Background: an optimization exercise with open tools, aiming at small area. Do not read the settings as production practice.
In this exercise RTL edits were held to simulation tests only and were not proved equivalent to the original.
Power figures rest on the tool's default switching activity, not on a simulated workload. No driver is modelled on the clock port, so clocking that relies on it looks cheaper here than on a real chip.

`run.sh`:
```
#!/bin/bash
# synth_recipe.tcl (not shown) runs the flow's synth.tcl, then flattens the netlist and writes it again
# the make line also repeats each setting of config.mk as NAME=value (left out here)
make -C /OpenROAD-flow-scripts/flow DESIGN_CONFIG=/design/flow/config.mk WORK_HOME=/design/flow/orfs CLKGATE_MAP_FILE= SYNTH_SCRIPT=/design/flow/synth_recipe.tcl finish
```
`config.mk`:
```
export PLATFORM = sky130hd
export DESIGN_NAME = calcTop
export DESIGN_NICKNAME = calcTop
export VERILOG_FILES = /design/flow/design.v
export SDC_FILE = /design/flow/constraint.sdc
export NUM_CORES = 4
export LEC_CHECK = 0
export CAP_MARGIN = 20
export CORE_MARGIN = 2
export CORE_UTILIZATION = 45
export SLEW_MARGIN = 20
```
`constraint.sdc`:
```
create_clock -name core_clock -period 6.0 [get_ports {clk}]
set_input_delay 1.2000 -clock core_clock [delete_from_list [all_inputs] [get_ports {clk}]]
set_output_delay 1.2000 -clock core_clock [all_outputs]
set_load 0.01 [all_outputs]
```
`design.v`:
```
module calcTop (
	input  logic                    clk,
	input  logic                    rst,
	input  logic [3:0]              nibble,
	input  logic                    knobA,
	input  logic                    knobB,
	input  logic                    button,
	input  logic                    dispReady,
	output logic                    dispValid,
	output logic [1:0]              dispMode,
	output logic [5-1:0] dispAddrA,
	output logic [5-1:0] dispAddrB,
	output logic [16-1:0] dispDataA,
	output logic [16-1:0] dispDataB
);
	localparam logic [2:0] sEntry = 3'd0;   
	localparam logic [2:0] sWait  = 3'd1;   
	localparam logic [2:0] sRead  = 3'd2;   
	localparam logic [2:0] sAlu   = 3'd3;   
	localparam logic [2:0] sWrite = 3'd4;   
	localparam logic [2:0] sShow  = 3'd5;   
	logic [1:0] syncA;
	logic [1:0] syncB;
	logic       armed;
	logic       detent;
	always_ff @(posedge clk) begin
		if (rst) begin
			syncA <= '0;
			syncB <= '0;
			armed <= 1'b0;
		end else begin
			syncA <= {syncA[0], knobA};
			syncB <= {syncB[0], knobB};
			if (!syncA[1] && !syncB[1]) begin
				armed <= 1'b1;
			end else if (detent) begin
				armed <= 1'b0;
			end
		end
	end
	assign detent = armed && syncA[1] && syncB[1];
	logic [2:0]  state;
	logic [3:0]  cnt;
	logic [2:0]  op;
	logic [4:0]  addrA;
	logic [4:0]  addrB;    
	logic [4:0]  addrW;
	logic [15:0] acc;
	logic [15:0] opB;
	logic        carry;
	logic [4:0]  pos;
	logic        clearing;
	logic [511:0] ring;
	wire [15:0] tail = ring[511:496];
	wire        wrap = &pos;
	logic [3:0] posW;
	logic [3:0] last;
	always_comb begin
		case (op)
			3'd0:         begin posW = 4'd1; last = 4'd6;  end
			3'd1:            begin posW = 4'd3; last = 4'd2;  end
			3'd2:           begin posW = 4'd3; last = 4'd4;  end
			3'd3:  begin posW = 4'd3; last = 4'd8;  end
			3'd4: begin posW = 4'd5; last = 4'd10; end
			3'd7:               begin posW = 4'd4; last = 4'd5;  end
			default:               begin posW = 4'd5; last = 4'd6;  end
		endcase
	end
	wire opImm   = (op == 3'd0) || (op == 3'd3) || (op == 3'd4);
	wire opAlu   = (op == 3'd5) || (op == 3'd6) || (op == 3'd7);
	wire opShl   = (op == 3'd7);
	wire opSub   = (op == 3'd6);
	wire modeAB  = (op == 3'd2) || (op == 3'd4);
	wire modeW   = (op == 3'd0) || opAlu;
	wire needB   = modeAB || (op == 3'd5) || opSub;
	wire wrNow   = (state == sWrite) && (pos == addrW) && !clearing;
	wire capAcc  = (state == sRead) && (pos == addrA) && !opShl;
	wire capB    = (state == sRead) && (pos == (opShl ? addrA : addrB)) && (needB || opShl);
	wire shlGo   = (pos[3:0] >= addrB[3:0]);
	wire aluA    = acc[0] && !opShl;
	wire aluB    = opShl ? (opB[0] && shlGo) : (opB[0] ^ opSub);
	wire aluSum  = aluA ^ aluB ^ carry;
	wire aluCy   = (aluA && aluB) || (carry && (aluA ^ aluB));
	wire [15:0] headIn = wrNow ? acc : (clearing ? 16'd0 : tail);
	always_ff @(posedge clk) begin
		ring <= {ring[495:0], headIn};
	end
	always_ff @(posedge clk) begin
		if (rst) begin
			pos      <= '0;
			clearing <= 1'b1;
		end else begin
			pos <= pos + 5'd1;
			if (wrap) begin
				clearing <= 1'b0;
			end
		end
	end
	always_ff @(posedge clk) begin
		if (rst) begin
			state <= sEntry;
			cnt   <= '0;
		end else begin
			case (state)
				sEntry: begin
					if (button) begin
						cnt <= '0;
					end else if (detent) begin
						if (cnt == 4'd0) begin
							cnt <= 4'd1;
						end else if (cnt == last) begin
							cnt   <= '0;
							state <= opImm ? sWrite : sWait;
						end else begin
							cnt <= cnt + 4'd1;
						end
					end
				end
				sWait: begin
					if (wrap) begin
						state <= sRead;
					end
				end
				sRead: begin
					if (wrap) begin
						state <= opAlu ? sAlu : sShow;
					end
				end
				sAlu: begin
					if (pos[3:0] == 4'd15) begin
						state <= sWrite;
					end
				end
				sWrite: begin
					if (wrNow) begin
						state <= opImm && (op != 3'd0) ? sWait : sShow;
					end
				end
				sShow: begin
					if (dispReady) begin
						state <= sEntry;
					end
				end
				default: state <= sEntry;
			endcase
		end
	end
	always_ff @(posedge clk) begin
		if (state == sEntry && !button && detent) begin
			if (cnt == 4'd0) begin
				op <= nibble[2:0];
			end
			if (cnt == 4'd1) begin
				addrA[3:0] <= nibble;
			end
			if (cnt == 4'd2) begin
				addrA[4] <= nibble[0];
			end
			if (cnt == 4'd3) begin
				addrB[3:0] <= nibble;
			end
			if (cnt == 4'd4) begin
				addrB[4] <= nibble[0];
			end
			if (cnt == posW) begin
				addrW[3:0] <= nibble;
			end
			if (cnt == posW + 4'd1) begin
				addrW[4] <= nibble[0];
			end
		end
	end
	always_ff @(posedge clk) begin
		if (state == sEntry) begin
			if (detent) begin
				acc <= {nibble, acc[15:4]};
			end
		end else if (state == sAlu) begin
			acc <= {aluSum, acc[15:1]};
		end else if (capAcc) begin
			acc <= tail;
		end
		if (state == sAlu) begin
			if (!opShl || shlGo) begin
				opB <= {1'b0, opB[15:1]};
			end
		end else if (capB) begin
			opB <= tail;
		end
		carry <= (state == sAlu) ? aluCy : opSub;
	end
	assign dispValid = (state == sShow);
	assign dispMode  = modeW ? 2'd1 : (modeAB ? 2'd3 : 2'd2);
	assign dispAddrA = modeW ? addrW : addrA;
	assign dispAddrB = modeAB ? addrB : '0;
	assign dispDataA = acc;
	assign dispDataB = modeAB ? opB : '0;
endmodule
```
==> impl_results.md, run 1 <==
- Reg-to-reg critical path endpoint: acc[12]
- Max Freq: 228 MHz
- DR iter-0 viols: 415
- Slew margin rel.: 0.295
- Reg2reg setup slack: 2950 ps
- Fill count: 2,558
- Syn. warnings: 1
- Grt met3 use: 0.0307
- Syn avg cell area: 14.8 um^2
- Post-Synthesis Cells: 981
- GR peak layer: met1
- Via density: 4.49
- Num CTS Buffers: 52
- Die Height: 183 um
- Clock Path Buffers: 3
- Number of global-route vias before repair: 6,556
- CP Buf/Inv Count: 2
- Min Tclk post-route: 4380 ps
- Gpl congestion: 0.846
- Die footprint: 0.0336 mm^2
- Layout area overhead: 18.3%
- Multi-input logic area: 0.00207 mm^2
- Worst setup SP type: flop
- Cell Pwr Density: 422 mW/mm^2
- Setup TNS: 0 ps
- # setup viols final: 0
- Layout Skew: 20.8 ps
- FFs w/ async S/R, synth: 0
- Slowest CP cell: edfxtp_1
- Met1 usage: 0.204
- First-pass GRT wire length: 36,100 um
- Crit-path max FO: 17
- Antenna diodes: 0
- Post-synth EDFFs: 50
- Unique cell type count in the Yosys netlist: 59
- Synthesized Nets: 1,002
- Core box area: 0.0316 mm^2
- Pre-antenna DRT Iters: 5
- Most common cell after layout, fill and taps aside: dfxtp_1
- Status: finished clean
- Worst Tran Pin Value: 1060 ps
- Sequential area share after synthesis: 0.837
- Synth area leader: dfxtp_1
- DPL Wire Length: 13,100 um
- Largest net degree at the start of global routing: 35
- Critical path capture point type: output port
- IO Count: 55
- FF+latch count, synth: 581
- Setup Buffers After CTS: 0
- Critical path type: flop to output port
- Most frequent cells in the layout: dfxtp_1 (531), nand2_1 (70), clkbuf_16 (57)
- Largest delay share family, worst path: buffers and inverters
- RSZ-0062 raised after global routing: no
- CP Depth: 5
- Final hold viol count: 0
- Drt wl/cell: 15.0 um
- Critical Path, Cell by Cell: xnor2_1, nor2_1, buf_4, and2_1, clkdlybuf4s50_1
- WL final: 22,600 um
- Hold WS: 309 ps
- TritonCTS clock tree: built
- Synth top area cells: dfxtp_1 (73%), edfxtp_1 (10%), nand2_1 (1.8%), and2_1 (0.99%), nand3b_1 (0.98%)
- Starting density of the core: 0.458
- Max-cap violations: 0
- Initial antenna violation count: 1
- Clock transition at the registers of the reported paths: 60 ps
- Worst R2R Start: op[0]
- Clock root cell: clkbuf_16
- Total Nets Final: 1,082
- Yosys top cell area share: 0.734
- Row cnt: 65
- Clk latency of the worst-skew pair: 570 ps
- GR Overflow Total: 0
- Total track usage: 0.138
- Peak supply drop: 0.000277 V
- FF+latch area: 0.0121 mm^2
- Slew Viols, Final: 0
- # H-tree levels: 2
- Required time worst endpoint: 4800 ps
- Number of port buffers: 54
- Leak pwr: 6.71 nW
- Layout cell share with drive strength beyond 1: 0.0909
- WP data arrival: 3180 ps
- Beginning of the critical path: op[2]
- CTS Hold Bufs: 0
- Slowest stage delay, CP: 650 ps
- Main synth FF type: dfxtp_1
- Post-route ant nets: 0
- Tcrit/Tclk final: 0.730
- Residual DRC: 0
- Clk sink count: 581
- Worst Hold Class: flop to flop
- Post-Syn Area: 0.0145 mm^2
- CP endpoint: dispDataB[7]
- Worst R2R Path Depth: 5
- M2 GR Usage: 0.198
- Die width: 183 um
- Vias: 6,740
- CTS resizes: 0
-- how the worst min path moves through the flow --
stage	from	to	slack [ps]	depth (start not counted)
after floorplan	ring[84]	ring[100]	310	0
final	ring[456]	ring[472]	310	0
after detailed placement	ring[116]	ring[132]	310	0
after global routing	ring[456]	ring[472]	310	0
after global placement	ring[491]	ring[507]	310	0
after CTS	ring[473]	ring[489]	300	0
-- cell usage after synthesis (all sizes together) (3+ instances only) --
cell type,instances
dfxtp,531
nand2,70
edfxtp,50
nor2,37
inv,29
o21ai,26
and2,23
clkbuf,21
nand3b,19
a31oi,18
nand3,15
a21oi,13
nor3,13
xnor2,12
buf,11
xor2,11
ha,10
nor2b,9
and3,6
mux2,5
mux2i,5
nand4,4
a211oi,3
a21o,3
a31o,3
nand2b,3
nor4,3
-- per-stage QoR --
step / instances / instance area, um^2 / total power [mW] / setup slack, ps / util
after global routing: 1502 / 17100 / 7.48 / 1370 / 0.542
after floorplan: 981 / 14500 / 4.02 / 3160 / -
final: 1502 / 17100 / 7.23 / 1620 / 0.542
after CTS: 1502 / 17100 / 7.32 / 1580 / 0.542
after detailed placement: 1409 / 15400 / 4.04 / 2220 / 0.486
after global placement: 1409 / 15400 / 4.03 / 2240 / 0.486
-- sequential cells by signal, summed over array words and instances, names as in the netlist, 3 cells and up --
| signal | cells |
|---|---|
| ring | 512 |
| acc | 16 |
| opB | 16 |
| addrA | 5 |
| addrB | 5 |
| addrW | 5 |
| pos | 5 |
| cnt | 4 |
| op | 3 |
| state | 3 |
-- kinds of logic after synthesis --
group,after synthesis,share of synthesized area
buffers and inverters,61,0.0204
AOI/OAI and AO/OA,80,0.0355
xor gates and xnor gates,23,0.0139
adders and majority gates,11,0.0100
and+or+nand+nor,215,0.0756
muxes,10,0.00734
DFF,581,0.837
-- per-layer routing --
layer,up-vias,routed length [um],share of wire
met1,3178,11600,0.51
met3,47,1130,0.050
met5,-,0,0
met2,130,9290,0.41
met4,0,546,0.024
li1,3385,-,-
-- cell type report --
class | count | share of cell area
clock inverters | 14 | 0.00934
repair buffers | 58 | 0.0333
flip-flops and latches | 581 | 0.708
well taps | 402 | 0.0293
clock buffers | 79 | 0.0927
multi-input cells | 339 | 0.121
inverters | 29 | 0.00664
-- power breakdown --
| group | total, mW | switching, mW | internal (mW) | leakage [nW] |
|---|---|---|---|---|
| sequential | 3.92 | 0.00623 | 3.91 | 4.69 |
| clock | 3.28 | 1.35 | 1.93 | 0.864 |
| combinational | 0.0325 | 0.0164 | 0.0162 | 1.15 |
| total | 7.23 | 1.37 | 5.85 | 6.71 |
==> inputs of run 2 (changes only) <==
==> flow/run.sh (new file) <==
#!/bin/bash
# Standard ORFS layout with smaller port buffers and a leaner clock tree.
set -euo pipefail
export BUFFER_PORTS_ARGS="-buffer_cell sky130_fd_sc_hd__buf_1"
export CTS_ARGS="-sink_clustering_enable -repair_clock_nets -dont_use_dummy_load -buf_list sky130_fd_sc_hd__clkbuf_16 -sink_clustering_size 30 -sink_clustering_max_diameter 100"
bash standard.sh finish > flow_make.log 2>&1
==> standard.sh (new file) <==
#!/bin/bash
# synth_recipe.tcl (not shown) runs the flow's synth.tcl, then flattens the netlist and writes it again
# the make line also repeats each setting of config.mk as NAME=value (left out here)
make -C /OpenROAD-flow-scripts/flow DESIGN_CONFIG=/design/flow/config.mk WORK_HOME=/design/flow/orfs CLKGATE_MAP_FILE= SYNTH_SCRIPT=/design/flow/synth_recipe.tcl "${@:-finish}"
removed: run.sh
==> impl_results.md, run 2 <==
- Status: finished clean
- CTS Hold Bufs: 0 (unchanged)
- Post-Synthesis Cells: 981 (unchanged)
- Cell with the most instances after synthesis: dfxtp_1
- Worst Hold Class: flop to flop
- Worst Tran Pin Value: 1030 ps (-30.5 ps)
- Reg2reg setup slack: 3070 ps (+120 ps)
- DPL Wire Length: 13,100 um (-0.40%)
- Syn avg cell area: 14.8 um^2 (unchanged)
- TritonCTS clock tree: built
- Vias: 6,460 (-4.2%)
- GR Overflow Total: 0 (unchanged)
- WP data arrival: 2850 ps (-330 ps)
- Die Height: 183 um (unchanged)
- Tot Pwr: 5.66 mW (-22%)
- Finished Cell Area: 0.0156 mm^2 (-8.8%)
- First-pass GRT wire length: 34,200 um (-5.4%)
- Setup TNS: 0 ps (unchanged)
- Top flop regs: ring: 512 flops, acc: 16 flops, opB: 16 flops
- Setup Buffers After CTS: 0 (unchanged)
- Slew margin rel.: 0.316 (+0.0204)
- IO Count: 55 (unchanged)
- Clk sink count: 581 (unchanged)
- Worst setup SP type: flop
- DR iter-0 viols: 403 (-2.9%)
- Final hold viol count: 0 (unchanged)
- Peak supply drop: 0.000206 V (-26%)
- Post-synth top cells: dfxtp_1 (531), nand2_1 (70), edfxtp_1 (50), nor2_1 (37), inv_1 (28)
- Antenna diodes: 0 (unchanged)
- Tcrit/Tclk final: 0.675 (-0.0559)
- Synth top area cells: dfxtp_1 (73%), edfxtp_1 (10%), nand2_1 (1.8%), and2_1 (0.99%), nand3b_1 (0.98%)
- # setup viols final: 0 (unchanged)
- Number of port buffers: 54 (unchanged)
- Critical path capture point type: output port
- Die footprint: 0.0336 mm^2 (unchanged)
- Pre-CTS WS: 2460 ps (+239 ps)
- Via density: 4.51 (+0.53%)
- Layout cell share with drive strength beyond 1: 0.0437 (-0.0472)
- Layout Skew: 24.8 ps (+3.99 ps)
- CTS resizes: 0 (unchanged)
- Post-route ant nets: 0 (unchanged)
- Min Tclk post-route: 4050 ps (-335 ps)
- Row cnt: 65 (unchanged)
- Clk latency of the worst-skew pair: 540 ps (-30 ps)
- Total Nets Final: 1,053 (-2.7%)
- Critical Path, Cell by Cell: xnor2_1, nor2_1, buf_4, and2_1, buf_1
- Main synth FF type: dfxtp_1
- Hold WS: 304 ps (-5.02 ps)
- Starting density of the core: 0.458 (unchanged)
- Non-filler cells in the finished layout: 1,432 (-4.7%)
- Clock Path Buffers: 3 (unchanged)
- Most frequent cells in the layout: dfxtp_1 (531), nand2_1 (70), buf_1 (54)
- CP endpoint: dispDataB[7]
- Clock root cell: clkbuf_16
- FF+latch count, synth: 581 (unchanged)
- Unique cell type count in the Yosys netlist: 59 (unchanged)
- # H-tree levels: 1 (-1)
- Post-Syn Area: 0.0145 mm^2 (unchanged)
- Slew Viols, Final: 0 (unchanged)
- Number of global-route vias before repair: 6,135 (-6.4%)
- Fill count: 2,709 (+5.9%)
- Cell Pwr Density: 362 mW/mm^2 (-14%)
- Syn. warnings: 1 (unchanged)
- Max Freq: 247 MHz (+8.3%)
- Biggest register: ring
- Total track usage: 0.128 (-0.00956)
- Worst R2R Start: op[2]
- Required time worst endpoint: 4800 ps (about the same)
- Post-synth EDFFs: 50 (unchanged)
- Yosys top cell area share: 0.734 (unchanged)
- RSZ-0062 raised after global routing: no
- Clock transition at the registers of the reported paths: 110 ps (+50 ps)
- Leak pwr: 5.99 nW (-11%)
- Largest register FFs: 512 (unchanged)
- Final setup margin: 1950 ps (+335 ps)
- Synthesized Nets: 1,002 (unchanged)
- Slowest CP cell: nor2_1
- Gpl congestion: 0.826 (-2.4%)
- Die width: 183 um (unchanged)
- Residual DRC: 0 (unchanged)
- Sequential area share after synthesis: 0.837 (unchanged)
- Drt wl/cell: 15.0 um (+0.12%)
- Largest net degree at the start of global routing: 33 (-5.7%)
- Initial antenna violation count: 1 (unchanged)
- Worst R2R Path Depth: 5 (unchanged)
- Beginning of the critical path: op[2]
- Area post-placement: 0.0151 mm^2 (-2.2%)
- Core box area: 0.0316 mm^2 (unchanged)
- Synth area leader: dfxtp_1
- Slowest stage delay, CP: 710 ps (+60 ps)
- Fin util: 0.494 (-0.0478)
- Critical path type: flop to output port
- Max-cap violations: 0 (unchanged)
- Num CTS Buffers: 23 (-56%)
- FFs w/ async S/R, synth: 0 (unchanged)
- Dpl cells: 1,409 (unchanged)
- Pre-antenna DRT Iters: 5 (unchanged)
- Crit-path max FO: 17 (unchanged)
- Reg-to-reg critical path endpoint: opB[4]
- Most common cell after layout, fill and taps aside: dfxtp_1
- WL final: 21,500 um (-4.5%)
- Layout area overhead: 7.87%
==> run 2: logic make-up after synthesis <==
group	share of synthesized area
DFF	0.837
AOI/OAI and AO/OA	0.0355
muxes	0.00734
xor gates and xnor gates	0.0139
adders and majority gates	0.0100
buffers and inverters	0.0204
and+or+nand+nor	0.0756
==> run 2: worst min-delay path by stage <==
stage              start   endpoint  cells after the start
2_1_floorplan   ring[84]  ring[100]                      0
5_1_grt        ring[300]  ring[316]                      0
3_3_place_gp   ring[225]  ring[241]                      0
6_report       ring[300]  ring[316]                      0
3_5_place_dp   ring[134]  ring[150]                      0
4_1_cts        ring[300]  ring[316]                      0
==> run 2: cell type report <==
type	count	area [um^2]	share of cell area
flip-flops and latches	581	12100	0.776
multi-input cells	339	2070	0.133
repair buffers	58	233	0.0149
well taps	402	503	0.0322
clock buffers	23	576	0.0368
inverters	29	114	0.00729
==> run 2: power by group <==
| part | total (mW) | switching (mW) | internal [mW] |
|---|---|---|---|
| Combinational | 0.0274 | 0.0161 | 0.0113 |
| Sequential | 3.91 | 0.00605 | 3.91 |
| Clock | 1.72 | 1.03 | 0.692 |
| Total | 5.66 | 1.05 | 4.61 |
==> run 2: critical path, delay by kind of cell, from the launching register on <==
family,cells,cell delay [ps]
and+or+nand+nor,2,920
buffers and inverters,2,480
DFF,1,690
xor gates and xnor gates,1,240
==> run 2: layer usage <==
layer | vias up | GRT usage | share of wire | wire, um
met5 | - | 0 | 0 | 0
met4 | 0 | 0.0278 | 0.019 | 405
met3 | 30 | 0.0226 | 0.040 | 858
met2 | 96 | 0.185 | 0.40 | 8610
met1 | 3051 | 0.201 | 0.54 | 11700
li1 | 3283 | - | - | -
==> inputs of run 3 (changes only) <==
--- a/design.v
+++ b/design.v
@@ -78,3 +78,3 @@
 	wire capB    = (state == sRead) && (pos == (opShl ? addrA : addrB)) && (needB || opShl);
-	wire shlGo   = (pos[3:0] >= addrB[3:0]);
+	wire shlGo   = pos[4] || (pos[3:0] >= addrB[3:0]);
 	wire aluA    = acc[0] && !opShl;
@@ -129,3 +129,3 @@
 				sAlu: begin
-					if (pos[3:0] == 4'd15) begin
+					if (wrap) begin
 						state <= sWrite;
@@ -135,3 +135,3 @@
 					if (wrNow) begin
-						state <= opImm && (op != 3'd0) ? sWait : sShow;
+						state <= opImm ? sWait : sShow;
 					end
@@ -178,3 +178,5 @@
 		end else if (state == sAlu) begin
-			acc <= {aluSum, acc[15:1]};
+			if (!pos[4]) begin
+				acc <= {aluSum, acc[15:1]};
+			end
 		end else if (capAcc) begin
@@ -188,2 +190,4 @@
 			opB <= tail;
+		end else if (state == sRead && !needB && !opShl) begin
+			opB <= {1'b0, opB[15:1]};
 		end
@@ -196,3 +200,3 @@
 	assign dispDataA = acc;
-	assign dispDataB = modeAB ? opB : '0;
+	assign dispDataB = opB;
 endmodule
==> flow/run.sh (replaced) <==
#!/bin/bash
# Standard ORFS layout with smaller port buffers and a leaner clock tree.
set -euo pipefail
export BUFFER_PORTS_ARGS="-buffer_cell sky130_fd_sc_hd__buf_1"
export CTS_ARGS="-sink_clustering_enable -repair_clock_nets -dont_use_dummy_load -buf_list sky130_fd_sc_hd__clkbuf_16 -sink_clustering_size 32 -sink_clustering_max_diameter 60"
bash standard.sh finish > flow_make.log 2>&1
--- a/config.mk
+++ b/config.mk
@@ -7,2 +7,3 @@
 export LEC_CHECK = 0
+export ABC_AREA = 1
 export CAP_MARGIN = 20
==> impl_results.md, run 3 <==
- GR peak layer: met2
- Post-synth EDFFs: 50 (unchanged)
- TritonCTS clock tree: built
- Tcrit/Tclk final: 0.588 (-0.0862)
- Slowest stage delay, CP: 490 ps (-220 ps)
- Initial antenna violation count: 0 (-1)
- Most common cell after layout, fill and taps aside: dfxtp_1
- Slew Viols, Final: 0 (unchanged)
- IO Count: 55 (unchanged)
- Max Freq: 283 MHz (+15%)
- Core box area: 0.0314 mm^2 (-0.77%)
- Residual DRC: 0 (unchanged)
- Antenna diodes: 0 (unchanged)
- Crit-path max FO: 11 (-6)
- Layout cell share with drive strength beyond 1: 0.0534 (+0.00972)
- CTS Hold Bufs: 0 (unchanged)
- Post-synth top cells: dfxtp_1 (531), nand2_1 (103), inv_1 (80), edfxtp_1 (50)
- Vias: 6,557 (+1.5%)
- Slowest CP cell: edfxtp_1
- Main synth FF type: dfxtp_1
- Number of port buffers: 54 (unchanged)
- Clock transition at the registers of the reported paths: 80 ps (-30 ps)
- Post-route ant nets: 0 (unchanged)
- Setup Buffers After CTS: 0 (unchanged)
- Setup TNS: 0 ps (unchanged)
- Sequential area share after synthesis: 0.850 (+0.0128)
- Clock Path Buffers: 3 (unchanged)
- Gpl congestion: 0.823 (-0.35%)
- Critical path capture point type: output port
- Drt wl/cell: 14.3 um (-5.2%)
- # setup viols final: 0 (unchanged)
- Pre-antenna DRT Iters: 4 (-1)
- Synth top area cells: dfxtp_1 (74%), edfxtp_1 (11%), nand2_1 (2.7%), inv_1 (2.1%), o21ai_0 (1.6%)
- Peak supply drop: 0.000252 V (+22%)
- GR Overflow Total: 0 (unchanged)
- Grt met3 use: 0.0222 (-0.000432)
- Post-Syn Area: 0.0143 mm^2 (-1.5%)
- Die footprint: 0.0332 mm^2 (-1.5%)
- Simple-Gate Fraction of Synth Area: 0.0587 (-0.0168)
- Cell Pwr Density: 372 mW/mm^2 (+2.7%)
- FFs w/ async S/R, synth: 0 (unchanged)
- Synth area leader: dfxtp_1
- Starting density of the core: 0.455 (-0.00338)
- Multiplexer share of the synthesized area: 0 (-0.00734)
- CP Buf/Inv Count: 1 (-1)
- RSZ-0062 raised after global routing: no
- DPL Wire Length: 13,600 um (+4.2%)
- Worst Tran Pin Value: 785 ps (-241 ps)
- Critical path type: flop to output port
- Syn. warnings: 1 (unchanged)
- Final hold viol count: 0 (unchanged)
- Leak pwr: 6.12 nW (+2.2%)
- Largest register FFs: 512 (unchanged)
- Min Tclk post-route: 3530 ps (-517 ps)
- Layout area overhead: 9.18%
- Clk sink count: 581 (unchanged)
- Post-Synthesis Cells: 1,021 (+4.1%)
- Syn avg cell area: 14.0 um^2 (-5.4%)
- Tot Pwr: 5.79 mW (+2.4%)
- WL final: 21,200 um (-1.5%)
- Clock root cell: clkbuf_16
- Yosys top cell area share: 0.745 (+0.0112)
- Met1 usage: 0.191 (-0.0102)
- Via density: 4.41 (-2.3%)
- Worst setup SP type: flop
- Unique cell type count in the Yosys netlist: 34 (-42%)
- Die width: 182 um (-0.74%)
- M2 GR Usage: 0.194 (+0.00929)
- DR iter-0 viols: 359 (-11%)
- Critical Path, Cell by Cell: o21ai_1, nand2_1, o21ai_0, buf_1
- First-pass GRT wire length: 33,800 um (-1.2%)
- CTS resizes: 0 (unchanged)
- Main combinational cell family by area after synthesis: simple AND/OR/NAND/NOR gates
- Layout Skew: 30.4 ps (+5.64 ps)
- Cell with the most instances after synthesis: dfxtp_1
- Worst Hold Class: flop to flop
- Num CTS Buffers: 27 (+17%)
- Number of global-route vias before repair: 6,274 (+2.3%)
- Largest net degree at the start of global routing: 34 (+3.0%)
- Die Height: 182 um (-0.74%)
- Row cnt: 65 (unchanged)
- XOR/XNOR Fraction of Synth Area: 0.00184 (-0.0121)
- # H-tree levels: 1 (unchanged)
- Adder-cell share of the synthesized area: 0.0102 (+0.000153)
- Total track usage: 0.129 (+0.000209)
- Largest delay share family, worst path: compound AO/OA/AOI/OAI gates
- WP data arrival: 2330 ps (-520 ps)
- Most frequent cells in the layout: dfxtp_1 (531), nand2_1 (103), inv_1 (80)
- Required time worst endpoint: 4800 ps (about the same)
- Synthesized Nets: 1,042 (+4.0%)
- Biggest register: ring
- FF+latch count, synth: 581 (unchanged)
- Top flop regs: ring: 512 flops, acc: 16 flops, opB: 16 flops
- Total Nets Final: 1,109 (+5.3%)
- Status: finished clean
- Slew margin rel.: 0.476 (+0.160)
- Max-cap violations: 0 (unchanged)
- Synth Area in Compound Gates: 0.0497 (+0.0142)
- Clk latency of the worst-skew pair: 550 ps (about the same)
run 3: final timing paths:
check / slack [ps] / from / end / cells past startpoint
max: 2470 / op[1] / dispAddrA[4] / 4
min: 300 / ring[32] / ring[48] / 0
max reg2reg: 2860 / op[1] / opB[11] / 8
min reg2reg: 300 / ring[32] / ring[48] / 0
run 3: final cells by class:
type	count	area, um^2
multi-input cells	337	1730
fillers	2695	15800
repair buffers	56	218
flip-flops and latches	581	12100
clock buffers	27	676
well taps	402	503
inverters	85	319
run 3: logic make-up (layout without fill, tap and decap cells):
family | after synthesis | after routing
and+or+nand+nor | 199 | 199
buffers and inverters | 103 | 168
AOI/OAI and AO/OA | 124 | 124
adders and majority gates | 11 | 11
xor gates and xnor gates | 3 | 3
DFF | 581 | 581
run 3: stage by stage:
| step | hold slack (ps) | util | setup WS (ps) | area, um^2 | cells |
|---|---|---|---|---|---|
| 4_1_cts | 305 | 0.496 | 2420 | 15600 | 1488 |
| 2_1_floorplan | 310 | - | 3450 | 14300 | 1021 |
| 6_report | 303 | 0.496 | 2470 | 15600 | 1488 |
| 3_3_place_gp | 310 | 0.475 | 2910 | 14900 | 1461 |
| 3_5_place_dp | 312 | 0.475 | 2830 | 14900 | 1461 |
| 5_1_grt | 309 | 0.496 | 2270 | 15600 | 1488 |
run 3: where the power goes:
part / internal [mW] / switching, mW
Combinational: 0.00904 / 0.0177
Sequential: 3.91 / 0.00428
Clock: 0.802 / 1.05
Total: 4.72 / 1.08
run 3: metal layers:
metal	part of all wire	vias to the layer above
li1	-	3361
met1	0.52	3036
met2	0.41	121
met3	0.039	39
met4	0.029	0
met5	0	-
==> inputs of run 4 (changes only) <==
==> flow/run.sh (replaced) <==
#!/bin/bash
# Standard ORFS layout with smaller port buffers and a leaner clock tree.
set -euo pipefail
export BUFFER_PORTS_ARGS="-buffer_cell sky130_fd_sc_hd__buf_1"
export CTS_ARGS="-sink_clustering_enable -repair_clock_nets -dont_use_dummy_load -buf_list {sky130_fd_sc_hd__clkbuf_8 sky130_fd_sc_hd__clkbuf_16} -sink_clustering_size 20 -sink_clustering_max_diameter 60"
bash standard.sh finish > flow_make.log 2>&1
==> impl_results.md, run 4 <==
- Status: finished clean
- Multiplexer share of the synthesized area: 0 (unchanged)
- Post-synth top cells: dfxtp_1 (531), nand2_1 (103), inv_1 (80), edfxtp_1 (50)
- Critical path capture point type: output port
- TritonCTS clock tree: built
- Vias: 6,596 (+0.59%)
- # H-tree levels: 2 (+1)
- Die Height: 182 um (unchanged)
- Synth area leader: dfxtp_1
- Max-cap violations: 0 (unchanged)
- Sequential area share after synthesis: 0.850 (unchanged)
- Crit-path max FO: 11 (unchanged)
- Synth Area in Compound Gates: 0.0497 (unchanged)
- Leak pwr: 6.22 nW (+1.6%)
- Initial antenna violation count: 0 (unchanged)
- Wl on met1: 11,000 um (-0.38%)
- Row cnt: 65 (unchanged)
- Most frequent cells in the layout: dfxtp_1 (531), nand2_1 (103), inv_1 (80)
- Peak supply drop: 0.000242 V (-3.9%)
- Critical Path, Cell by Cell: o21ai_1, nand2_1, o21ai_0, buf_1
- WP data arrival: 2270 ps (-60 ps)
- Final setup margin: 2530 ps (+62.3 ps)
- Yosys top cell area share: 0.745 (unchanged)
- XOR/XNOR Fraction of Synth Area: 0.00184 (unchanged)
- Slowest CP cell: edfxtp_1
- IO Count: 55 (unchanged)
- Clk sink count: 581 (unchanged)
- Adder-cell share of the synthesized area: 0.0102 (unchanged)
- FF+latch count, synth: 581 (unchanged)
- Layout Skew: 41.4 ps (+10.9 ps)
- Pre-CTS WS: 2830 ps (unchanged)
- Post-synth EDFFs: 50 (unchanged)
- Met3 Wirelength: 918 um (+11%)
- Top flop regs: ring: 512 flops, acc: 16 flops, opB: 16 flops
- Hold Startpoint: ring[492]
- Non-filler cells in the finished layout: 1,496 (+0.54%)
- Total track usage: 0.131 (+0.00272)
- Tcrit/Tclk final: 0.578 (-0.0104)
- Met2 routed WL: 8910 um (+2.4%)
- CP Buf/Inv Count: 1 (unchanged)
- Drt wl/cell: 14.3 um (about the same)
- GR Overflow Total: 0 (unchanged)
- Worst Hold Class: flop to flop
- CTS resizes: 0 (unchanged)
- Core box area: 0.0314 mm^2 (unchanged)
- Largest delay share family, worst path: compound AO/OA/AOI/OAI gates
- Post-Synthesis Cells: 1,021 (unchanged)
- WL final: 21,300 um (+0.48%)
- Beginning of the critical path: op[1]
- Setup TNS: 0 ps (unchanged)
- Clock root cell: clkbuf_16
- Slew Viols, Final: 0 (unchanged)
- Largest register FFs: 512 (unchanged)
- Main synth FF type: dfxtp_1
- Starting density of the core: 0.455 (unchanged)
- Top Metal Used: met4
- Dpl cells: 1,461 (unchanged)
- Post-route ant nets: 0 (unchanged)
- Die width: 182 um (unchanged)
- Clock transition at the registers of the reported paths: 80 ps (about the same)
- RSZ-0062 raised after global routing: no
- Number of global-route vias before repair: 6,431 (+2.5%)
- Largest net degree at the start of global routing: 34 (unchanged)
- Worst setup SP type: flop
- Residual DRC: 0 (unchanged)
- Unique cell type count in the Yosys netlist: 34 (unchanged)
- Hold WS: 294 ps (-8.87 ps)
- Cell with the most instances after synthesis: dfxtp_1
- Worst Tran Pin Value: 793 ps (+7.77 ps)
- Syn. warnings: 1 (unchanged)
- Syn avg cell area: 14.0 um^2 (unchanged)
- Clock Path Buffers: 3 (unchanged)
- Layout cell share with drive strength beyond 1: 0.0603 (+0.00692)
- Layout area overhead: 10.6%
- DR iter-0 viols: 380 (+5.8%)
- Via density: 4.41 (about the same)
- Fin util: 0.503 (+0.00638)
- Slew margin rel.: 0.471 (-0.00519)
- Min Tclk post-route: 3470 ps (-62.3 ps)
- First-pass GRT wire length: 34,300 um (+1.6%)
- Critical path type: flop to output port
- Number of port buffers: 54 (unchanged)
- # setup viols final: 0 (unchanged)
- Clk latency of the worst-skew pair: 520 ps (-30 ps)
- DPL Wire Length: 13,600 um (unchanged)
- Post-Syn Area: 0.0143 mm^2 (unchanged)
- Slowest stage delay, CP: 490 ps (about the same)
- Synth top area cells: dfxtp_1 (74%), edfxtp_1 (11%), nand2_1 (2.7%), inv_1 (2.1%), o21ai_0 (1.6%)
- Biggest register: ring
- Cell Pwr Density: 384 mW/mm^2 (+3.3%)
- Num CTS Buffers: 35 (+30%)
- Pre-antenna DRT Iters: 4 (unchanged)
- FFs w/ async S/R, synth: 0 (unchanged)
- Required time worst endpoint: 4800 ps (about the same)
- Antenna diodes: 0 (unchanged)
- Main combinational cell family by area after synthesis: simple AND/OR/NAND/NOR gates
- Synthesized Nets: 1,042 (unchanged)
- Setup Buffers After CTS: 0 (unchanged)
- Final hold viol count: 0 (unchanged)
- Simple-Gate Fraction of Synth Area: 0.0587 (unchanged)
- Worst R2R Start: op[1]
- Gpl congestion: 0.823 (unchanged)
- Die footprint: 0.0332 mm^2 (unchanged)
- CTS Hold Bufs: 0 (unchanged)
- Max Freq: 288 MHz (+1.8%)
- Total Nets Final: 1,117 (+0.72%)
- Most common cell after layout, fill and taps aside: dfxtp_1
-- run 4: logic make-up after synthesis --
family / count (synthesis)
flip-flops: 581
XOR/XNOR: 3
AO/OA/AOI/OAI: 124
AND/OR/NAND/NOR: 199
buffers and inverters: 103
adder cells (fa/ha/maj): 11
-- run 4: final cells by class --
| type | instances | area (um^2) |
|---|---|---|
| multi-input combinational | 337 | 1730 |
| tap | 402 | 503 |
| inverter | 85 | 319 |
| timing repair buffer | 56 | 218 |
| sequential | 581 | 12100 |
| fill | 2685 | 15600 |
| clock buffer | 35 | 876 |
-- run 4: per-layer routing --
layer  vias to the layer above  GRT usage
met5                         -          0
met4                         0     0.0390
met3                        39     0.0273
met2                       133      0.196
met1                      3051      0.193
li1                       3373          -
-- run 4: path summary, 6_finish.rpt --
| kind | to | slack (ps) | cells past startpoint |
|---|---|---|---|
| setup / recovery | dispAddrA[4] | 2530 | 4 |
| hold / removal | ring[508] | 290 | 0 |
| setup reg to reg | opB[0] | 2860 | 8 |
| hold reg to reg | ring[508] | 290 | 0 |
-- run 4: metrics by stage --
step | total power, mW | instance area [um^2]
after floorplan | 4.01 | 14300
after global placement | 4.03 | 14900
after detailed placement | 4.03 | 14900
after CTS | 6.13 | 15800
after global routing | 6.27 | 15800
final | 6.06 | 15800
-- run 4: report_power, final --
part / switching (mW) / internal [mW] / leakage (nW)
registers: 0.00427 / 3.90 / 4.74
logic: 0.0176 / 0.00905 / 1.04
clock network: 1.09 / 1.04 / 0.431
total: 1.11 / 4.95 / 6.22
==> inputs of run 5 (changes only) <==
==> flow/run.sh (replaced) <==
#!/bin/bash
# Standard ORFS layout with smaller port buffers and a leaner clock tree.
set -euo pipefail
export BUFFER_PORTS_ARGS="-buffer_cell sky130_fd_sc_hd__buf_1"
export CTS_ARGS="-sink_clustering_enable -repair_clock_nets -dont_use_dummy_load -buf_list sky130_fd_sc_hd__clkbuf_16 -sink_clustering_size 40 -sink_clustering_max_diameter 50"
bash standard.sh finish > flow_make.log 2>&1
--- a/config.mk
+++ b/config.mk
@@ -10,3 +10,3 @@
 export CORE_MARGIN = 2
-export CORE_UTILIZATION = 45
+export CORE_UTILIZATION = 70
 export SLEW_MARGIN = 20
==> impl_results.md, run 5 <==
- Syn. warnings: 1 (unchanged)
- Status: finished clean
- Slowest CP cell: edfxtp_1
- WP data arrival: 2190 ps (-80 ps)
- Slew Viols, Final: 0 (unchanged)
- Layout Skew: 92.7 ps (+51.4 ps)
- Total track usage: 0.226 (+0.0946)
- First-pass GRT wire length: 37,500 um (+9.4%)
- Slew margin rel.: 0.290 (-0.181)
- TritonCTS clock tree: built
- Clock root cell: clkbuf_16
- Reg2reg setup slack: 2870 ps (about the same)
- CTS Hold Bufs: 0 (unchanged)
- XOR/XNOR Fraction of Synth Area: 0.00184 (unchanged)
- Adder-cell share of the synthesized area: 0.0102 (unchanged)
- Unique cell type count in the Yosys netlist: 34 (unchanged)
- Post-Syn Area: 0.0143 mm^2 (unchanged)
- Clock transition at the registers of the reported paths: 80 ps (about the same)
- Post-Synthesis Cells: 1,021 (unchanged)
- Starting density of the core: 0.710 (+0.255)
- WL final: 24,000 um (+13%)
- # H-tree levels: 1 (-1)
- Peak supply drop: 0.000344 V (+42%)
- DR iter-0 viols: 453 (+19%)
- GR peak layer: met2
- Synthesized Nets: 1,042 (unchanged)
- Setup TNS: 0 ps (unchanged)
- Num CTS Buffers: 31 (-11%)
- Multiplexer share of the synthesized area: 0 (unchanged)
- Reg-to-reg critical path endpoint: acc[12]
- Gpl congestion: 0.920 (+12%)
- Cell Pwr Density: 384 mW/mm^2 (-0.10%)
- Setup Buffers After CTS: 0 (unchanged)
- Cell with the most instances after synthesis: dfxtp_1
- Total Nets Final: 1,112 (-0.45%)
- IO Count: 55 (unchanged)
- Max Freq: 295 MHz (+2.3%)
- Syn avg cell area: 14.0 um^2 (unchanged)
- Worst setup SP type: flop
- Layout area overhead: 8.63%
- Initial antenna violation count: 1 (+1)
- Clk latency of the worst-skew pair: 600 ps (+80 ps)
- Number of global-route vias before repair: 6,901 (+7.3%)
- Simple-Gate Fraction of Synth Area: 0.0587 (unchanged)
- Worst Hold Class: flop to flop
- Post-route ant nets: 0 (unchanged)
- # setup viols final: 0 (unchanged)
- Worst R2R Path Depth: 6 (-2)
- Layout cell share with drive strength beyond 1: 0.0560 (-0.00431)
- FFs w/ async S/R, synth: 0 (unchanged)
- Die footprint: 0.0215 mm^2 (-35%)
- Largest net degree at the start of global routing: 37 (+8.8%)
- Slowest stage delay, CP: 500 ps (about the same)
- Most frequent cells in the layout: dfxtp_1 (531), nand2_1 (103), inv_1 (80)
- RSZ-0062 raised after global routing: no
- Via density: 5.05 (+14%)
- Number of port buffers: 54 (unchanged)
- Worst R2R Start: state[2]
- Residual DRC: 0 (unchanged)
- FF+latch count, synth: 581 (unchanged)
- GR Overflow Total: 0 (unchanged)
- End of the worst hold path: ring[366]
- Main synth FF type: dfxtp_1
- Synth Area in Compound Gates: 0.0497 (unchanged)
- Biggest register: ring
- Sequential area share after synthesis: 0.850 (unchanged)
- Core box area: 0.0201 mm^2 (-36%)
- Hold Startpoint: ring[350]
- Min Tclk post-route: 3390 ps (-78.7 ps)
- Crit-path max FO: 11 (unchanged)
- Worst Tran Pin Value: 1060 ps (+269 ps)
- Grt met3 use: 0.0438 (+0.0164)
- Tot Pwr: 5.95 mW (-1.9%)
- Hold Path Cell Cnt: 0 (unchanged)
- Yosys top cell area share: 0.745 (unchanged)
- Post-synth top cells: dfxtp_1 (531), nand2_1 (103), inv_1 (80), edfxtp_1 (50)
- Synth top area cells: dfxtp_1 (74%), edfxtp_1 (11%), nand2_1 (2.7%), inv_1 (2.1%), o21ai_0 (1.6%)
- Clock Path Buffers: 3 (unchanged)
- Most common cell after layout, fill and taps aside: dfxtp_1
- Row cnt: 52 (-20%)
- Vias: 6,865 (+4.1%)
- Final hold viol count: 0 (unchanged)
- Main combinational cell family by area after synthesis: simple AND/OR/NAND/NOR gates
- DPL Wire Length: 14,000 um (+2.6%)
- Met1 usage: 0.312 (+0.119)
- Leak pwr: 6.16 nW (-0.86%)
- Synth area leader: dfxtp_1
- Max-cap violations: 0 (unchanged)
- Required time worst endpoint: 4800 ps (about the same)
- Die width: 147 um (-19%)
- Post-synth EDFFs: 50 (unchanged)
- Critical path type: flop to output port
- Die Height: 147 um (-19%)
- Pre-antenna DRT Iters: 6 (+2)
- Drt wl/cell: 17.7 um (+24%)
- M2 GR Usage: 0.376 (+0.179)
- Critical path capture point type: output port
- Tcrit/Tclk final: 0.565 (-0.0131)
- Top flop regs: ring: 512 flops, acc: 16 flops, opB: 16 flops
- Critical Path, Cell by Cell: o21ai_1, nand2_1, o21ai_0, buf_1
- Clk sink count: 581 (unchanged)
- CTS resizes: 0 (unchanged)
- Largest register FFs: 512 (unchanged)
[run 5: cell counts after synthesis]
Identical to the previous run, type by type.
[run 5: worst max-delay path by stage]
stage                  start            to  slack (ps)
finish                 op[1]  dispAddrA[0]        2610
global route           op[1]  dispAddrA[0]        2430
CTS                    op[1]  dispAddrA[0]        2630
detailed placement  state[2]        acc[7]        2930
global placement       op[1]        opB[5]        3080
floorplan              op[1]  dispAddrA[0]        3450
[run 5: layer usage]
layer  vias up  routed length (um)
met4         0                 432
li1       3357                   -
met2       208               11500
met5         -                   0
met1      3263               10700
met3        37                1380
[run 5: per-stage QoR]
step / hold WS (ps) / util / std cells / area [um^2] / setup slack, ps
6_report: 294 / 0.771 / 1360 / 15500 / 2610
5_1_grt: 290 / 0.771 / 1359 / 15500 / 2430
4_1_cts: 295 / 0.771 / 1359 / 15500 / 2630
3_5_place_dp: 312 / 0.732 / 1328 / 14700 / 2930
3_3_place_gp: 310 / 0.732 / 1328 / 14700 / 3080
2_1_floorplan: 310 / - / 1021 / 14300 / 3450
[run 5: cells by family (layout without fill, tap and decap cells)]
family	Yosys count	in the layout
and+or+nand+nor	199	199
AOI/OAI and AO/OA	124	124
other	0	1
DFF	581	581
xor gates and xnor gates	3	3
buffers and inverters	103	171
adders and majority gates	11	11
[run 5: layout make-up]
class / instances / area [um^2]
inverter: 85 / 319
antenna: 1 / 2.50
sequential: 581 / 12100
timing repair buffer: 55 / 210
fill: 1148 / 4600
clock buffer: 31 / 776
tap: 270 / 338
multi-input combinational: 337 / 1730
[run 5: power breakdown]
group / total (mW) / internal (mW) / switching, mW
Combinational: 0.0268 / 0.00906 / 0.0177
Sequential: 3.91 / 3.91 / 0.00462
Clock: 2.01 / 0.914 / 1.10
[run 5: worst max-delay path, delay by kind of cell (launching register included)]
family          cells  cell delay [ps]
simple gates        1              320
buf+inv             1              170
compound gates      2              650
flops               1              500
==> inputs of run 6 (changes only) <==
==> flow/run.sh (replaced) <==
#!/bin/bash
# Standard ORFS layout with smaller port buffers and a leaner clock tree.
set -euo pipefail
export BUFFER_PORTS_ARGS="-buffer_cell sky130_fd_sc_hd__buf_1"
export CTS_ARGS="-sink_clustering_enable -repair_clock_nets -dont_use_dummy_load -buf_list sky130_fd_sc_hd__clkbuf_16 -sink_clustering_size 30 -sink_clustering_max_diameter 100"
bash standard.sh finish > flow_make.log 2>&1
==> impl_results.md, run 6 <==
- Pre-antenna DRT Iters: 5 (-1)
- DR iter-0 viols: 400 (-12%)
- # setup viols final: 0 (unchanged)
- Clk latency of the worst-skew pair: 540 ps (-60 ps)
- Clock Path Buffers: 3 (unchanged)
- Number of port buffers: 54 (unchanged)
- Row cnt: 52 (unchanged)
- Peak supply drop: 0.000282 V (-18%)
- Tot Pwr: 5.67 mW (-4.7%)
- Syn avg cell area: 14.0 um^2 (unchanged)
- Cell with the most instances after synthesis: dfxtp_1
- Most frequent cells in the layout: dfxtp_1 (531), nand2_1 (103), inv_1 (80)
- Crit-path max FO: 11 (unchanged)
- Most common cell after layout, fill and taps aside: dfxtp_1
- Slew Viols, Final: 0 (unchanged)
- M2 GR Usage: 0.360 (-0.0162)
- Critical Path, Cell by Cell: o21ai_1, nand2_1, o21ai_0, buf_1
- Core box area: 0.0201 mm^2 (unchanged)
- Total Nets Final: 1,105 (-0.63%)
- Unique cell type count in the Yosys netlist: 34 (unchanged)
- GR Overflow Total: 0 (unchanged)
- Vias: 6,810 (-0.80%)
- Yosys top cell area share: 0.745 (unchanged)
- Grt met3 use: 0.0379 (-0.00590)
- Required time worst endpoint: 4800 ps (about the same)
- Die footprint: 0.0215 mm^2 (unchanged)
- Largest net degree at the start of global routing: 34 (-8.1%)
- Met1 usage: 0.308 (-0.00393)
- Critical path type: flop to output port
- Num CTS Buffers: 23 (-26%)
- Largest delay share family, worst path: compound AO/OA/AOI/OAI gates
- Hold WS: 276 ps (-18.2 ps)
- CTS Hold Bufs: 0 (unchanged)
- Gpl congestion: 0.920 (unchanged)
- Critical path capture point type: output port
- Setup TNS: 0 ps (unchanged)
- Antenna diodes: 0 (-1)
- Top flop regs: ring: 512 flops, acc: 16 flops, opB: 16 flops
- Status: finished clean
- Post-synth EDFFs: 50 (unchanged)
- # H-tree levels: 1 (unchanged)
- Initial antenna violation count: 0 (-1)
- TritonCTS clock tree: built
- Synth top area cells: dfxtp_1 (74%), edfxtp_1 (11%), nand2_1 (2.7%), inv_1 (2.1%), o21ai_0 (1.6%)
- FF+latch count, synth: 581 (unchanged)
- Slew margin rel.: 0.374 (+0.0838)
- Max-cap violations: 0 (unchanged)
- Layout area overhead: 7.29%
- CP Buf/Inv Count: 1 (unchanged)
- Post-route ant nets: 0 (unchanged)
- Slowest stage delay, CP: 510 ps (about the same)
- Min Tclk post-route: 3390 ps (+0.840 ps)
- Die Height: 147 um (unchanged)
- FFs w/ async S/R, synth: 0 (unchanged)
- Post-Syn Area: 0.0143 mm^2 (unchanged)
- Syn. warnings: 1 (unchanged)
- RSZ-0062 raised after global routing: no
- DPL Wire Length: 14,000 um (unchanged)
- Slowest CP cell: edfxtp_1
- WP data arrival: 2190 ps (about the same)
- Synthesized Nets: 1,042 (unchanged)
- Synth area leader: dfxtp_1
- Residual DRC: 0 (unchanged)
- Post-synth top cells: dfxtp_1 (531), nand2_1 (103), inv_1 (80), edfxtp_1 (50)
- Leak pwr: 6.07 nW (-1.5%)
- Tcrit/Tclk final: 0.565 (about the same)
- WL final: 23,100 um (-4.0%)
- Post-Synthesis Cells: 1,021 (unchanged)
- Biggest register: ring
- Clock root cell: clkbuf_16
- Total track usage: 0.218 (-0.00813)
- Starting density of the core: 0.710 (unchanged)
- Final hold viol count: 0 (unchanged)
- Clock transition at the registers of the reported paths: 110 ps (+30 ps)
- Cell Pwr Density: 370 mW/mm^2 (-3.5%)
- Sequential area share after synthesis: 0.850 (unchanged)
- Layout cell share with drive strength beyond 1: 0.0499 (-0.00611)
- IO Count: 55 (unchanged)
- First-pass GRT wire length: 36,300 um (-3.2%)
- GR peak layer: met2
- Drt wl/cell: 17.1 um (-3.4%)
- CTS resizes: 0 (unchanged)
- Clk sink count: 581 (unchanged)
- Setup Buffers After CTS: 0 (unchanged)
- Largest register FFs: 512 (unchanged)
- Worst Tran Pin Value: 936 ps (-126 ps)
- Max Freq: 295 MHz (about the same)
- Worst setup SP type: flop
- Die width: 147 um (unchanged)
- Via density: 5.04 (-0.21%)
- Worst Hold Class: flop to flop
- Number of global-route vias before repair: 6,723 (-2.6%)
- Main synth FF type: dfxtp_1
- Layout Skew: 50.0 ps (-42.7 ps)
## run 6: cell type report
| cell class | count | area [um^2] |
|---|---|---|
| Inverter | 85 | 319 |
| Timing Repair Buffer | 56 | 221 |
| Clock buffer | 23 | 576 |
| Fill cell | 1172 | 4790 |
| Multi-Input combinational cell | 337 | 1730 |
| Sequential cell | 581 | 12100 |
| Tap cell | 270 | 338 |
## run 6: worst paths after layout
kind | start | end | slack (ps) | depth (start not counted)
worst min-delay path | ring[255] | ring[271] | 280 | 0
worst max register to register | op[1] | opB[9] | 2990 | 8
worst min register to register | ring[255] | ring[271] | 280 | 0
worst max-delay path | op[1] | dispAddrA[0] | 2610 | 4
## run 6: kinds of logic (layout without fill, tap and decap cells)
logic type      after synthesis  count (layout)  synth area share
compound gates              124             124            0.0497
xor+xnor                      3               3           0.00184
fa+ha+maj                    11              11            0.0102
buf+inv                     103             164            0.0295
flops                       581             581             0.850
simple gates                199             199            0.0587
## run 6: metrics by stage
| step | worst slack (ps) | cells | util | instance area (um^2) |
|---|---|---|---|---|
| floorplan | 3450 | 1021 | - | 14300 |
| global route | 2410 | 1352 | 0.762 | 15300 |
| CTS | 2620 | 1351 | 0.761 | 15300 |
| detailed placement | 2930 | 1328 | 0.732 | 14700 |
| global placement | 3080 | 1328 | 0.732 | 14700 |
| finish | 2610 | 1352 | 0.762 | 15300 |
## run 6: layer usage
layer | vias up | wire [um] | part of all wire
met3 | 35 | 1270 | 0.055
li1 | 3350 | - | -
met2 | 175 | 10800 | 0.47
met1 | 3250 | 10600 | 0.46
met5 | - | 0 | 0
met4 | 0 | 364 | 0.016
## run 6: where the power goes
| group | total [mW] | switching (mW) | leakage (nW) | internal, mW |
|---|---|---|---|---|
| Clock | 1.73 | 1.04 | 0.283 | 0.693 |
| Sequential | 3.91 | 0.00456 | 4.74 | 3.91 |
| Combinational | 0.0265 | 0.0174 | 1.04 | 0.00908 |
| Total | 5.67 | 1.06 | 6.07 | 4.61 |
==> inputs of run 7 (changes only) <==
==> flow/run.sh (replaced) <==
#!/bin/bash
# Standard ORFS layout with three changes: ABC maps the logic with an
# area-oriented script (flow/abc_area.script), ports get the smallest buffer,
# and the clock tree uses large clusters of clkbuf_16 without dummy loads.
set -euo pipefail
here=$(pwd)
# synth_recipe.tcl with every abc call pointed at our script
{
  echo 'proc synth {args} { yosys synth -nofsm -noshare {*}$args }'
  echo "proc abc {args} { set i [lsearch \$args -script]; lset args [expr {\$i+1}] $here/flow/abc_area.script; yosys abc {*}\$args }"
  tail -n +2 synth_recipe.tcl
} > flow_synth.tcl
export BUFFER_PORTS_ARGS="-buffer_cell sky130_fd_sc_hd__buf_1"
export CTS_ARGS="-sink_clustering_enable -repair_clock_nets -dont_use_dummy_load -buf_list sky130_fd_sc_hd__clkbuf_16 -sink_clustering_size 36 -sink_clustering_max_diameter 80"
bash standard.sh SYNTH_SCRIPT=$here/flow_synth.tcl finish > flow_make.log 2>&1
==> flow/abc_area.script (new file) <==
strash
&get -n
&deepsyn -T 60
&put
dch -f
amap
topo
--- a/config.mk
+++ b/config.mk
@@ -7,3 +7,2 @@
 export LEC_CHECK = 0
-export ABC_AREA = 1
 export CAP_MARGIN = 20
==> impl_results.md, run 7 <==
- Min Tclk post-route: 3890 ps (+502 ps)
- Fill count: 1,075 (-8.3%)
- Largest net degree at the start of global routing: 37 (+8.8%)
- Core box area: 0.0193 mm^2 (-3.8%)
- First-pass GRT wire length: 36,400 um (+0.23%)
- Gpl congestion: 0.832 (-9.6%)
- Post-route ant nets: 0 (unchanged)
- Synth area leader: dfxtp_1
- Max Freq: 257 MHz (-13%)
- Worst Tran Pin Value: 1140 ps (+208 ps)
- Largest register FFs: 512 (unchanged)
- Synthesized Nets: 891 (-14%)
- Tot Pwr: 5.57 mW (-1.7%)
- Unique cell type count in the Yosys netlist: 29 (-15%)
- Biggest register: ring
- Yosys top cell area share: 0.776 (+0.0311)
- Post-Syn Area: 0.0137 mm^2 (-4.0%)
- WL final: 24,200 um (+4.9%)
- Number of global-route vias before repair: 6,320 (-6.0%)
- Setup Buffers After CTS: 0 (unchanged)
- Clk sink count: 581 (unchanged)
- Required time worst endpoint: 4800 ps (about the same)
- # H-tree levels: 1 (unchanged)
- Starting density of the core: 0.709 (-0.00132)
- Slowest stage delay, CP: 510 ps (about the same)
- Critical Path, Cell by Cell: clkinv_1, nor3_1, nor2_1, clkinv_1, nor2_1, or3_1, nor2_1, buf_1
- Die footprint: 0.0207 mm^2 (-3.9%)
- DPL Wire Length: 15,300 um (+9.5%)
- Drt wl/cell: 20.0 um (+17%)
- Row cnt: 51 (-1.9%)
- DR iter-0 viols: 541 (+35%)
- Layout cell share with drive strength beyond 1: 0.0265 (-0.0234)
- Beginning of the critical path: op[2]
- Clock Path Buffers: 3 (unchanged)
- Clock share of power: 0.293 (-0.012)
- Worst setup SP type: flop
- Worst Hold Class: flop to flop
- Slew margin rel.: 0.234 (-0.140)
- Part of the power in combinational logic: 0.005 (about the same)
- TritonCTS clock tree: built
- Via density: 5.22 (+3.7%)
- Final hold viol count: 0 (unchanged)
- Layout area overhead: 7.75%
- Clk latency of the worst-skew pair: 550 ps (about the same)
- Residual DRC: 0 (unchanged)
- Peak supply drop: 0.000322 V (+14%)
- Total track usage: 0.238 (+0.0205)
- CTS resizes: 0 (unchanged)
- WP data arrival: 2690 ps (+500 ps)
- Hold Startpoint: ring[63]
- GR Overflow Total: 0 (unchanged)
- Number of port buffers: 54 (unchanged)
- CP dominant cell by count: nor2_1
- Most common cell after layout, fill and taps aside: dfxtp_1
- Flop pwr share: 0.702 (+0.012)
- Initial antenna violation count: 0 (unchanged)
- Clock transition at the registers of the reported paths: 120 ps (about the same)
- Tcrit/Tclk final: 0.649 (+0.0836)
- Pre-antenna DRT Iters: 7 (+2)
- Internal cell power: 4.53 mW (-1.8%)
- Most frequent cells in the layout: dfxtp_1 (531), clkinv_1 (75), buf_1 (54)
- RSZ-0062 raised after global routing: no
- Total Nets Final: 967 (-12%)
- CTS Hold Bufs: 0 (unchanged)
- Worst R2R Start: state[0]
- Post-synth EDFFs: 50 (unchanged)
- Max-cap violations: 0 (unchanged)
- Slew Viols, Final: 0 (unchanged)
- Syn avg cell area: 15.7 um^2 (+13%)
- Die width: 144 um (-2.0%)
- FF+latch count, synth: 581 (unchanged)
- FFs w/ async S/R, synth: 0 (unchanged)
- Switching Power: 1.05 mW (-1.3%)
- Num CTS Buffers: 20 (-13%)
- Sw Share: 0.188 (+0.000752)
- Critical path type: flop to output port
- Clock root cell: clkbuf_16
- Post-Synthesis Cells: 870 (-15%)
- Die Height: 144 um (-2.0%)
- Main synth FF type: dfxtp_1
- Slowest CP cell: edfxtp_1
- Status: finished clean
- Crit-path max FO: 7 (-4)
- Syn. warnings: 1 (unchanged)
- Post-synth top cells: dfxtp_1 (531), clkinv_1 (75), edfxtp_1 (50), nor2_1 (50)
- Vias: 6,314 (-7.3%)
- Sequential area share after synthesis: 0.886 (+0.0355)
- Antenna diodes: 0 (unchanged)
- # setup viols final: 0 (unchanged)
- Top flop regs: ring: 512 flops, acc: 16 flops, opB: 16 flops
- Leak pwr: 5.53 nW (-8.9%)
- Cell with the most instances after synthesis: dfxtp_1
- Critical path capture point type: output port
- Setup TNS: 0 ps (unchanged)
- Cell Pwr Density: 377 mW/mm^2 (+2.0%)
- Synth top area cells: dfxtp_1 (78%), edfxtp_1 (11%), clkinv_1 (2.1%), o22ai_1 (1.5%), nor2_1 (1.4%)
- IO Count: 55 (unchanged)
- Layout Skew: 67.9 ps (+17.8 ps)
==> run 7: changes by cell type after synthesis, moves of 7 or more <==
cell	previous run	this run
clkinv_1	1	75
nor3_1	5	12
nand3_1	33	3
a21oi_1	40	33
clkbuf_1	13	0
o21ai_2	15	0
inv_1	80	0
a222oi_1	0	13
o22ai_1	5	33
nand2_1	103	6
o21ai_0	47	15
==> run 7: kinds of logic after synthesis <==
family	synth area share
flops	0.886
compound gates	0.0543
simple gates	0.0290
buf+inv	0.0205
fa+ha+maj	0.0106
==> run 7: path summary, 6_finish.rpt <==
path | endpoint | slack, ps | depth (start not counted)
hold reg to reg | ring[79] | 310 | 0
setup / recovery | dispAddrB[4] | 2110 | 8
setup reg to reg | cnt[0] | 2310 | 11
hold / removal | ring[79] | 310 | 0
==> run 7: worst max-delay path: cells and delay by family (launching register included) <==
family | cells | cell delay [ps]
buf+inv | 3 | 440
flops | 1 | 510
simple gates | 5 | 1220
==> run 7: power by group through the flow <==
stage	clock (mW)	combinational, mW	sequential (mW)
floorplan	0	0.0138	4.00
global placement	0	0.0253	4.00
detailed placement	0	0.0256	4.00
CTS	1.65	0.0260	3.91
global route	1.77	0.0291	3.91
finish	1.63	0.0260	3.91
==> run 7: cell type report <==
| type | instances | area [um^2] | share of cell area |
|---|---|---|---|
| Clock buffer | 20 | 500 | 0.0339 |
| Inverter | 75 | 282 | 0.0191 |
| Multi-Input combinational cell | 214 | 1310 | 0.0890 |
| Timing Repair Buffer | 54 | 203 | 0.0137 |
| Sequential cell | 581 | 12100 | 0.822 |
| Tap cell | 265 | 332 | 0.0225 |
==> run 7: per-layer routing <==
metal	vias up	track usage	wire length, um
met5	-	0	0
met2	202	0.421	12200
met1	3054	0.309	10200
met4	0	0.0583	512
met3	44	0.0393	1300
li1	3014	-	-
==> run 7: metrics by stage <==
stage | area, um^2 | cells | worst slack [ps] | hold WS [ps] | util
final | 14800 | 1209 | 2110 | 308 | 0.763
after global routing | 14800 | 1209 | 1920 | 309 | 0.763
after CTS | 14800 | 1209 | 2120 | 303 | 0.763
after detailed placement | 14300 | 1189 | 2470 | 312 | 0.737
after global placement | 14300 | 1189 | 2640 | 310 | 0.737
after floorplan | 13700 | 870 | 2510 | 310 | -
==> inputs of run 8 (changes only) <==
--- a/config.mk
+++ b/config.mk
@@ -9,3 +9,4 @@
 export CORE_MARGIN = 2
-export CORE_UTILIZATION = 70
+export CORE_UTILIZATION = 85
+export PLACE_DENSITY = 0.9
 export SLEW_MARGIN = 20
==> impl_results.md, run 8 <==
- Status: did not finish
- Fail Step: 4_1_cts
- Err: [ERROR DPL-0033] detailed placement checks failed during check placement.
- FF+latch count, synth: 581 (unchanged)
- # H-tree levels: 1 (unchanged)
- Gpl congestion: 0.916 (+10%)
- Clock Path Buffers: 3 (unchanged)
- Die Height: 131 um (-9.0%)
- Setup Buffers After CTS: 0 (unchanged)
- IO Count: 55 (unchanged)
- FFs w/ async S/R, synth: 0 (unchanged)
- Row cnt: 46 (-9.8%)
- Syn. warnings: 1 (unchanged)
- Yosys top cell area share: 0.776 (unchanged)
- CTS Hold Bufs: 0 (unchanged)
- Post-Synthesis Cells: 870 (unchanged)
- DPL Wire Length: 22,800 um (+49%)
- Cell with the most instances after synthesis: dfxtp_1
- Synth area leader: dfxtp_1
- Main synth FF type: dfxtp_1
- Sequential area share after synthesis: 0.886 (unchanged)
- Post-synth EDFFs: 50 (unchanged)
- Synth top area cells: dfxtp_1 (78%), edfxtp_1 (11%), clkinv_1 (2.1%), o22ai_1 (1.5%), nor2_1 (1.4%)
- CTS resizes: 0 (unchanged)
- Syn avg cell area: 15.7 um^2 (unchanged)
- Synthesized Nets: 891 (unchanged)
- Die width: 131 um (-9.0%)
- Post-Syn Area: 0.0137 mm^2 (unchanged)
- Num CTS Buffers: 20 (unchanged)
- Post-synth top cells: dfxtp_1 (531), clkinv_1 (75), edfxtp_1 (50), nor2_1 (50)
- Number of port buffers: 54 (unchanged)
- Starting density of the core: 0.866 (+0.157)
- Clock root cell: clkbuf_16
- Unique cell type count in the Yosys netlist: 29 (unchanged)
- Clk sink count: 581 (unchanged)
run 8: worst max path at each step:
stage                        end  cells past startpoint  slack (ps)
after detailed placement  cnt[0]                     11        2090
after global placement    cnt[0]                     11        2810
after floorplan           opB[0]                      4        2510
run 8: stage by stage:
step	worst slack (ps)	area, um^2	instances
after detailed placement	2090	14200	1141
after floorplan	2510	13700	870
after global placement	2810	14200	1141
run 8: cells by family after synthesis:
| logic type | Yosys count | synth area share |
|---|---|---|
| simple gates | 89 | 0.0290 |
| fa+ha+maj | 11 | 0.0106 |
| compound gates | 114 | 0.0543 |
| buf+inv | 75 | 0.0205 |
| flops | 581 | 0.886 |
run 8: power groups by stage:
stage | registers [mW] | logic [mW] | clock network (mW)
floorplan | 4.00 | 0.0138 | 0
global placement | 4.00 | 0.0241 | 0
detailed placement | 4.00 | 0.0281 | 0

-- static timing again, ports no longer ideal --
The results above use ideal ports. As a check the final layouts listed here were re-extracted and re-timed, cells and wires unchanged.
Step 1 (the two cells are an assumption about what drives the block):
set clk [get_ports {clk}]
set_driving_cell -lib_cell sky130_fd_sc_hd__clkbuf_16 $clk
set_driving_cell -lib_cell sky130_fd_sc_hd__buf_2 [delete_from_list [all_inputs] $clk]
Step 2, shift: input delay + t, output delay - t, t = (earliest + latest rising clock arrival at the registers) / 2. This alone moves slack from input paths to output paths.
Three values: ideal, step 1, step 2; two values: the first two.
run | shift t [ns] | setup WS [ns] | hold slack, ns | cell pins on the clock port's net
run 1 | 0.603 | 1.617 / 1.571 / 2.174 | 0.309 / 0.309 / 0.309 | 1
run 2 | 0.577 | 1.953 / 1.905 / 2.481 | 0.304 / 0.304 / 0.304 | 1
run 3 | 0.585 | 2.470 / 2.426 / 2.859 | 0.303 / 0.303 / 0.303 | 1
run 4 | 0.548 | 2.532 / 2.488 / 2.861 | 0.294 / 0.294 / 0.294 | 1
run 5 | 0.601 | 2.611 / 2.564 / 2.874 | 0.294 / 0.294 / 0.294 | 1
run 6 | 0.562 | 2.610 / 2.566 / 2.990 | 0.276 / 0.276 / 0.276 | 1
run 7 | 0.562 | 2.108 / 2.061 / 2.310 | 0.308 / 0.308 / 0.308 | 1
After both steps every run listed still meets setup and hold.
